Source: an optimization exercise on an open RTL-to-GDS flow (aim: small area and a short achievable clock period). Production flows keep margins and buffers that such runs may drop. Power figures rest on the tool's default switching activity, not on a simulated workload.

Setup of violet:
==> flow/design.v <==
package lc3b_types;
    typedef logic [16-1:0] lc3b_word;
    typedef logic [3-1:0] lc3b_reg;
    typedef enum logic [3:0] {
        op_br   = 4'b0000,
        op_add  = 4'b0001,
        op_ldb  = 4'b0010,
        op_stb  = 4'b0011,
        op_jsr  = 4'b0100,
        op_and  = 4'b0101,
        op_ldr  = 4'b0110,
        op_str  = 4'b0111,
        op_rti  = 4'b1000,
        op_not  = 4'b1001,
        op_ldi  = 4'b1010,
        op_sti  = 4'b1011,
        op_jmp  = 4'b1100,
        op_shf  = 4'b1101,
        op_lea  = 4'b1110,
        op_trap = 4'b1111
    } lc3b_opcode;
    typedef enum logic [2:0] {
        alu_add,
        alu_and,
        alu_not,
        alu_passa,
        alu_passb
    } lc3b_aluop;
    typedef struct packed {
        lc3b_opcode opcode;
        lc3b_aluop  aluop;
        logic       addr1mux_sel;
        logic [1:0] addr2mux_sel;
        logic       addr3mux_sel;
        logic       lshf;
        logic       br_op;
        logic       jsr_op;
        logic       trap_op;
        logic       jmp_op;
        logic       uncond_op;
        logic       sr2mux_sel;
        logic       storemux_sel;
        logic [1:0] wbmux_sel;
        logic       dest_mux_sel;
        logic       load_reg;
        logic       load_cc;
        logic       dcacheR;
        logic       dcacheW;
        logic       dcache_enable;
        logic       d_mem_byte_sel;
        logic       alu_result_mux_sel;
        logic       stb_op;
        logic       ldi_op;
        logic       ldb_op;
        lc3b_word   pc;
    } lc3b_control_word;
    typedef struct packed {
        lc3b_control_word ctrl;
        lc3b_word         ir;
        lc3b_word         sr1_val;
        lc3b_word         sr2_val;
        lc3b_reg          dest;
    } idex_t;
    typedef struct packed {
        logic       reg_we;
        lc3b_reg    dest;
        lc3b_word   value;
        logic [2:0] cc;
        logic       mem_rd;
        logic       mem_wr;
        logic       mem_byte;
        lc3b_word   mem_addr;
        lc3b_word   mem_wdata;
        logic       redirect;
        lc3b_word   target;
    } retire_t;
endpackage
module lc3b_decode_exec
(
    input  logic                   clk,
    input  logic                   rst_n,
    input  logic                   instr_valid,
    input  lc3b_types::lc3b_word   instr,
    input  lc3b_types::lc3b_word   pc,
    output logic                   retire_valid,
    output logic                   retire_reg_we,
    output logic [2:0]             retire_dest,
    output logic [15:0]            retire_value,
    output logic [2:0]             retire_cc,
    output logic                   retire_mem_rd,
    output logic                   retire_mem_wr,
    output logic                   retire_mem_byte,
    output logic [15:0]            retire_mem_addr,
    output logic [15:0]            retire_mem_wdata,
    output logic                   retire_redirect,
    output logic [15:0]            retire_target
);
    logic        ex_valid;
    logic [15:0] ir;
    logic [15:0] pc2;
    logic [7:0]  sel_a;      
    logic        byp_a;      
    logic [7:0]  sel_b;      
    logic        byp_b;
    logic        use_pc;     
    logic        c_st;       
    logic        i5, i6w, i6b, i9, i11;   
    logic        r_valid;
    logic        r_we, r_rd, r_wr, r_byte, r_redirect;
    logic [2:0]  r_dest;
    logic [15:0] r_value;
    logic [15:0] r_target;
    logic [2:0]  cc_old;
    logic        cc_pend;
    logic [15:0] rf [8];
    logic [7:0]  rf_ok;
    logic [7:0] wsel;
    always_comb
        for (int i = 0; i < 8; i++)
            wsel[i] = r_we && r_dest == i;
    always_ff @(posedge clk)
        for (int i = 0; i < 8; i++)
            if (wsel[i])
                rf[i] <= r_value;
    always_ff @(posedge clk or negedge rst_n)
        if (!rst_n)
            rf_ok <= '0;
        else
            rf_ok <= rf_ok | wsel;
    logic [3:0] d_op;
    logic       d_st, d_use_a, d_use_b, d_use_pc;
    logic [2:0] d_idx_b;
    logic [7:0] ok_next;
    logic       x_we;
    logic [2:0] x_dest;
    assign d_op = instr[15:12];
    assign d_st = (d_op[1:0] == 2'b11) && (d_op[3:2] != 2'b11);
    assign d_use_a = !(d_op == 4'b0000 || d_op == 4'b1000 || d_op == 4'b1110 ||
                       d_op == 4'b1111 || (d_op == 4'b0100 && instr[11]));
    assign d_use_b = d_st || ((d_op == 4'b0001 || d_op == 4'b0101) && !instr[5]);
    assign d_idx_b = d_st ? instr[11:9] : instr[2:0];
    assign d_use_pc = d_op == 4'b0000 || d_op == 4'b1110 || (d_op == 4'b0100 && instr[11]);
    assign ok_next = rf_ok | wsel;
    always_ff @(posedge clk or negedge rst_n)
        if (!rst_n)
            ex_valid <= 1'b0;
        else
            ex_valid <= instr_valid;
    always_ff @(posedge clk)
    begin
        ir <= instr;
        pc2 <= {pc[15:1] + 15'd1, pc[0]};
        use_pc <= d_use_pc;
        c_st <= d_st;
        i5  <= (d_op == 4'b0001 || d_op == 4'b0101) && instr[5];
        i6w <= (d_op == 4'b0110 || d_op == 4'b1010 || d_op == 4'b0111 || d_op == 4'b1011);
        i6b <= (d_op == 4'b0010 || d_op == 4'b0011);
        i9  <= d_op == 4'b0000 || d_op == 4'b1110;
        i11 <= d_op == 4'b0100 && instr[11];
        byp_a <= d_use_a && x_we && x_dest == instr[8:6];
        byp_b <= d_use_b && x_we && x_dest == d_idx_b;
        for (int i = 0; i < 8; i++)
        begin
            sel_a[i] <= d_use_a && ok_next[i] && instr[8:6] == i &&
                        !(x_we && x_dest == instr[8:6]);
            sel_b[i] <= d_use_b && ok_next[i] && d_idx_b == i &&
                        !(x_we && x_dest == d_idx_b);
        end
    end
    logic [3:0] op;
    assign op = ir[15:12];
    logic is_br, is_add, is_ldb, is_stb, is_jsr, is_and, is_ldr, is_str;
    logic is_not, is_ldi, is_sti, is_jmp, is_shf, is_lea, is_trap;
    assign is_br   = op == 4'b0000;
    assign is_add  = op == 4'b0001;
    assign is_ldb  = op == 4'b0010;
    assign is_stb  = op == 4'b0011;
    assign is_jsr  = op == 4'b0100;
    assign is_and  = op == 4'b0101;
    assign is_ldr  = op == 4'b0110;
    assign is_str  = op == 4'b0111;
    assign is_not  = op == 4'b1001;
    assign is_ldi  = op == 4'b1010;
    assign is_sti  = op == 4'b1011;
    assign is_jmp  = op == 4'b1100;
    assign is_shf  = op == 4'b1101;
    assign is_lea  = op == 4'b1110;
    assign is_trap = op == 4'b1111;
    logic is_ld, is_st, is_byte, ld_cc, wr;
    assign is_ld   = is_ldr | is_ldi | is_ldb;
    assign is_st   = is_str | is_sti | is_stb;
    assign is_byte = is_ldb | is_stb;
    assign ld_cc   = is_add | is_and | is_not | is_shf | is_lea;
    assign wr      = ld_cc | is_jsr;
    assign x_we = ex_valid && wr;
    assign x_dest = is_jsr ? 3'd7 : ir[11:9];
    logic [15:0] a, b;
    always_comb
    begin
        a = {16{byp_a}} & r_value;
        b = {16{byp_b}} & r_value;
        for (int i = 0; i < 8; i++)
        begin
            a = a | ({16{sel_a[i]}} & rf[i]);
            b = b | ({16{sel_b[i]}} & rf[i]);
        end
    end
    logic [15:0] imm, y;
    assign imm = ({16{i5}}  & {{11{ir[4]}}, ir[4:0]}) |
                 ({16{i6b}} & {{10{ir[5]}}, ir[5:0]}) |
                 ({16{i6w}} & {{9{ir[5]}}, ir[5:0], 1'b0}) |
                 ({16{i9}}  & {{6{ir[8]}}, ir[8:0], 1'b0}) |
                 ({16{i11}} & {{4{ir[10]}}, ir[10:0], 1'b0});
    assign y = ({16{!c_st}} & b) | imm;
    logic [15:0] base, sum;
    assign base = a | ({16{use_pc}} & pc2);
    assign sum = base + y;
    logic        shl;
    logic [15:0] sh_in, sh_out, shf;
    assign shl = !ir[4];
    always_comb
        for (int i = 0; i < 16; i++)
            sh_in[i] = shl ? a[15 - i] : a[i];
    assign sh_out = 16'($signed({ir[5] & ir[4] & a[15], sh_in}) >>> ir[3:0]);
    always_comb
        for (int i = 0; i < 16; i++)
            shf[i] = shl ? sh_out[15 - i] : sh_out[i];
    logic [15:0] value, target;
    always_comb
    begin
        if (is_and)
            value = a & y;
        else if (is_not)
            value = ~a;
        else if (is_shf)
            value = shf;
        else if (is_jsr | is_trap)
            value = pc2;
        else if (is_st)
            value = is_byte ? {b[7:0], b[7:0]} : b;
        else
            value = sum;
    end
    assign target = is_trap ? {7'b0, ir[7:0], 1'b0} : sum;
    logic [2:0] cc_cur;
    assign cc_cur = cc_pend ? {r_value[15], r_value == 16'd0, !r_value[15] && (r_value != 16'd0)}
                            : cc_old;
    always_ff @(posedge clk or negedge rst_n)
    begin
        if (!rst_n)
        begin
            r_valid <= 1'b0;
            r_we <= 1'b0;
            cc_old <= 3'b010;
            cc_pend <= 1'b0;
        end
        else
        begin
            r_valid <= ex_valid;
            r_we <= x_we;
            cc_old <= cc_cur;
            cc_pend <= ex_valid & ld_cc;
        end
    end
    always_ff @(posedge clk)
    begin
        r_rd <= is_ld | is_trap;
        r_wr <= is_st;
        r_byte <= is_byte;
        r_redirect <= is_jmp | is_jsr | (is_br & |(ir[11:9] & cc_cur));
        r_dest <= (is_jsr | is_trap) ? 3'd7 : ir[11:9];
        r_value <= value;
        r_target <= target;
    end
    assign retire_valid = r_valid;
    assign retire_reg_we = r_we;
    assign retire_dest = r_dest;
    assign retire_value = r_value;
    assign retire_cc = cc_cur;
    assign retire_mem_rd = r_rd;
    assign retire_mem_wr = r_wr;
    assign retire_mem_byte = r_byte;
    assign retire_mem_addr = r_target;
    assign retire_mem_wdata = r_value;
    assign retire_redirect = r_redirect;
    assign retire_target = r_target;
endmodule
==> flow/config.mk <==
export PLATFORM = sky130hd
export DESIGN_NAME = lc3b_decode_exec
export DESIGN_NICKNAME = lc3b_decode_exec
export VERILOG_FILES = /design/flow/design.v
export SDC_FILE = /design/flow/constraint.sdc
export NUM_CORES = 4
export LEC_CHECK = 0
export CAP_MARGIN = 20
export CORE_MARGIN = 2
export CORE_UTILIZATION = 40
export SETUP_SLACK_MARGIN = 1.5
export SLEW_MARGIN = 20
==> flow/constraint.sdc <==
create_clock -name core_clock -period 5.0 [get_ports {clk}]
set_input_delay 1.0000 -clock core_clock [delete_from_list [all_inputs] [get_ports {clk}]]
set_output_delay 1.0000 -clock core_clock [all_outputs]
set_load 0.01 [all_outputs]
standard.sh (not shown) runs the stock make flow with config.mk's settings and CLKGATE_MAP_FILE= SYNTH_SCRIPT=/design/flow/synth_recipe.tcl, a recipe that flattens the netlist after the stock synthesis.
==> flow/flow/run.sh <==
#!/bin/bash
# standard layout, with the port buffers made from the smallest buffer
cp standard.sh standard_sh.txt
export BUFFER_PORTS_ARGS="-buffer_cell sky130_fd_sc_hd__buf_1"
bash standard.sh > standard.log 2>&1
violet finished every step from synthesis to the final layout, and the layout passed the timing, design-rule and antenna checks.
## Diff of input files: garnet against violet
==> flow/run.sh (new file) <==
#!/bin/bash
# synth_recipe.tcl (not shown) runs the flow's synth.tcl, then flattens the netlist and writes it again
# the make line also repeats each setting of config.mk as NAME=value (left out here)
make -C /OpenROAD-flow-scripts/flow DESIGN_CONFIG=/design/flow/config.mk WORK_HOME=/design/flow/orfs CLKGATE_MAP_FILE= SYNTH_SCRIPT=/design/flow/synth_recipe.tcl finish
-- flow/config.mk --
<<< violet, line 10
export CORE_UTILIZATION = 40
export SETUP_SLACK_MARGIN = 1.5
>>> garnet, line 10
export CORE_UTILIZATION = 55
export SETUP_SLACK_MARGIN = 2.2
removed: flow/flow/run.sh
removed: flow/standard.sh
[summary]
garnet: PASS, flow complete, no timing, DRC or antenna violations
Compared to violet, garnet was floorplanned on a smaller die.
Via count: higher on garnet
NOTE routed wire length per instance violet->garnet increased by a few percent
Summary of garnet over violet: clock distribution area overhead in the final layout now smaller, final cell count now smaller, signed area change from the synthesized netlist to the final layout now larger.
H-tree depth of violet is on par with garnet.
Min final worst hold slack across violet and garnet: garnet
On count of standard-cell rows: between violet and garnet, it ends up lower for garnet.
What juniper does differently from garnet at the input level:
-- flow/config.mk --
<<< garnet, line 10
export CORE_UTILIZATION = 55
export SETUP_SLACK_MARGIN = 2.2
>>> juniper, line 10
export CORE_UTILIZATION = 40
--- outcome ---
juniper: core utilization is 24 points lower than what garnet reported.
Per the comparison of juniper with garnet, met2 routing resource usage after global routing went down 14 points; total power lost about 8%.
Of garnet and juniper, the higher area added between synthesis and finish belongs to garnet.
Total track usage was higher in the run labelled garnet.
Comparing garnet and juniper, the lower later-pin clock latency in the skew report was measured on garnet.
When juniper is set beside garnet, its number of DRC markers in iteration 0 turns out to be 8.4% smaller.
| cell area | juniper vs garnet | 8.4% lower |
## Diff of input files: pepper against juniper
==> flow/flow/run.sh (new file) <==
#!/bin/bash
# standard layout, with the port buffers made from the smallest buffer
cp standard.sh standard_sh.txt
export BUFFER_PORTS_ARGS="-buffer_cell sky130_fd_sc_hd__buf_1"
bash standard.sh > standard.log 2>&1
==> flow/standard.sh (new file) <==
#!/bin/bash
# synth_recipe.tcl (not shown) runs the flow's synth.tcl, then flattens the netlist and writes it again
# the make line also repeats each setting of config.mk as NAME=value (left out here)
make -C /OpenROAD-flow-scripts/flow DESIGN_CONFIG=/design/flow/config.mk WORK_HOME=/design/flow/orfs CLKGATE_MAP_FILE= SYNTH_SCRIPT=/design/flow/synth_recipe.tcl "${@:-finish}"
-- flow/config.mk --
<<< juniper, line 10
export CORE_UTILIZATION = 40
>>> pepper, line 10
export CORE_UTILIZATION = 55
export CTS_BUF_LIST = sky130_fd_sc_hd__clkbuf_8
export SETUP_SLACK_MARGIN = 1.5
removed: flow/run.sh
Findings:
pepper vs juniper: total chip power down in pepper. pepper ends up with a global-route wire length before repair that is about 2% lower than in juniper. Route | pepper vs juniper | wire shorter in pepper. Measured against pepper, the layout clock buffer count of juniper comes out at 0.67 times the reference value.
No functional check of the RTL was part of any run of this note.

-- static timing again, ports no longer ideal --
How much do the figures lean on ideal ports? The routed layouts below were timed once more, with nothing changed but the port constraints. Step 1 (the two cells are an assumption about what drives the block):
set clk [get_ports {clk}]
set_driving_cell -lib_cell sky130_fd_sc_hd__clkbuf_16 $clk
set_driving_cell -lib_cell sky130_fd_sc_hd__buf_2 [delete_from_list [all_inputs] $clk]
Step 2 adds t to the input delays and takes it off the output delays; t is the mean of the earliest and latest rising clock arrival at the registers after step 1. Input paths then give back, and output paths get back, about the clock's delay inside the block. Three values: ideal, step 1, step 2; two values: the first two.
run	t, ns	setup WS [ns]	latest minus earliest clock arrival (ns)	slew at the worst register clock pin (ns)	worst data-port slew with drivers (ns)
violet	0.607	1.398 / 1.398 / 1.212	0.015 / 0.015	0.07 / 0.07	0.04
garnet	0.587	1.380 / 1.380 / 1.380	0.019 / 0.020	0.06 / 0.06	0.04
juniper	0.609	0.617 / 0.617 / 0.617	0.030 / 0.030	0.07 / 0.07	0.04
pepper	0.591	1.450 / 1.450 / 1.352	0.032 / 0.033	0.07 / 0.07	0.03
After both steps setup and hold are still met in every run listed. For violet, which loses most, drivers alone change the setup slack by 0.000 ns; drivers and shift together by -0.186 ns.
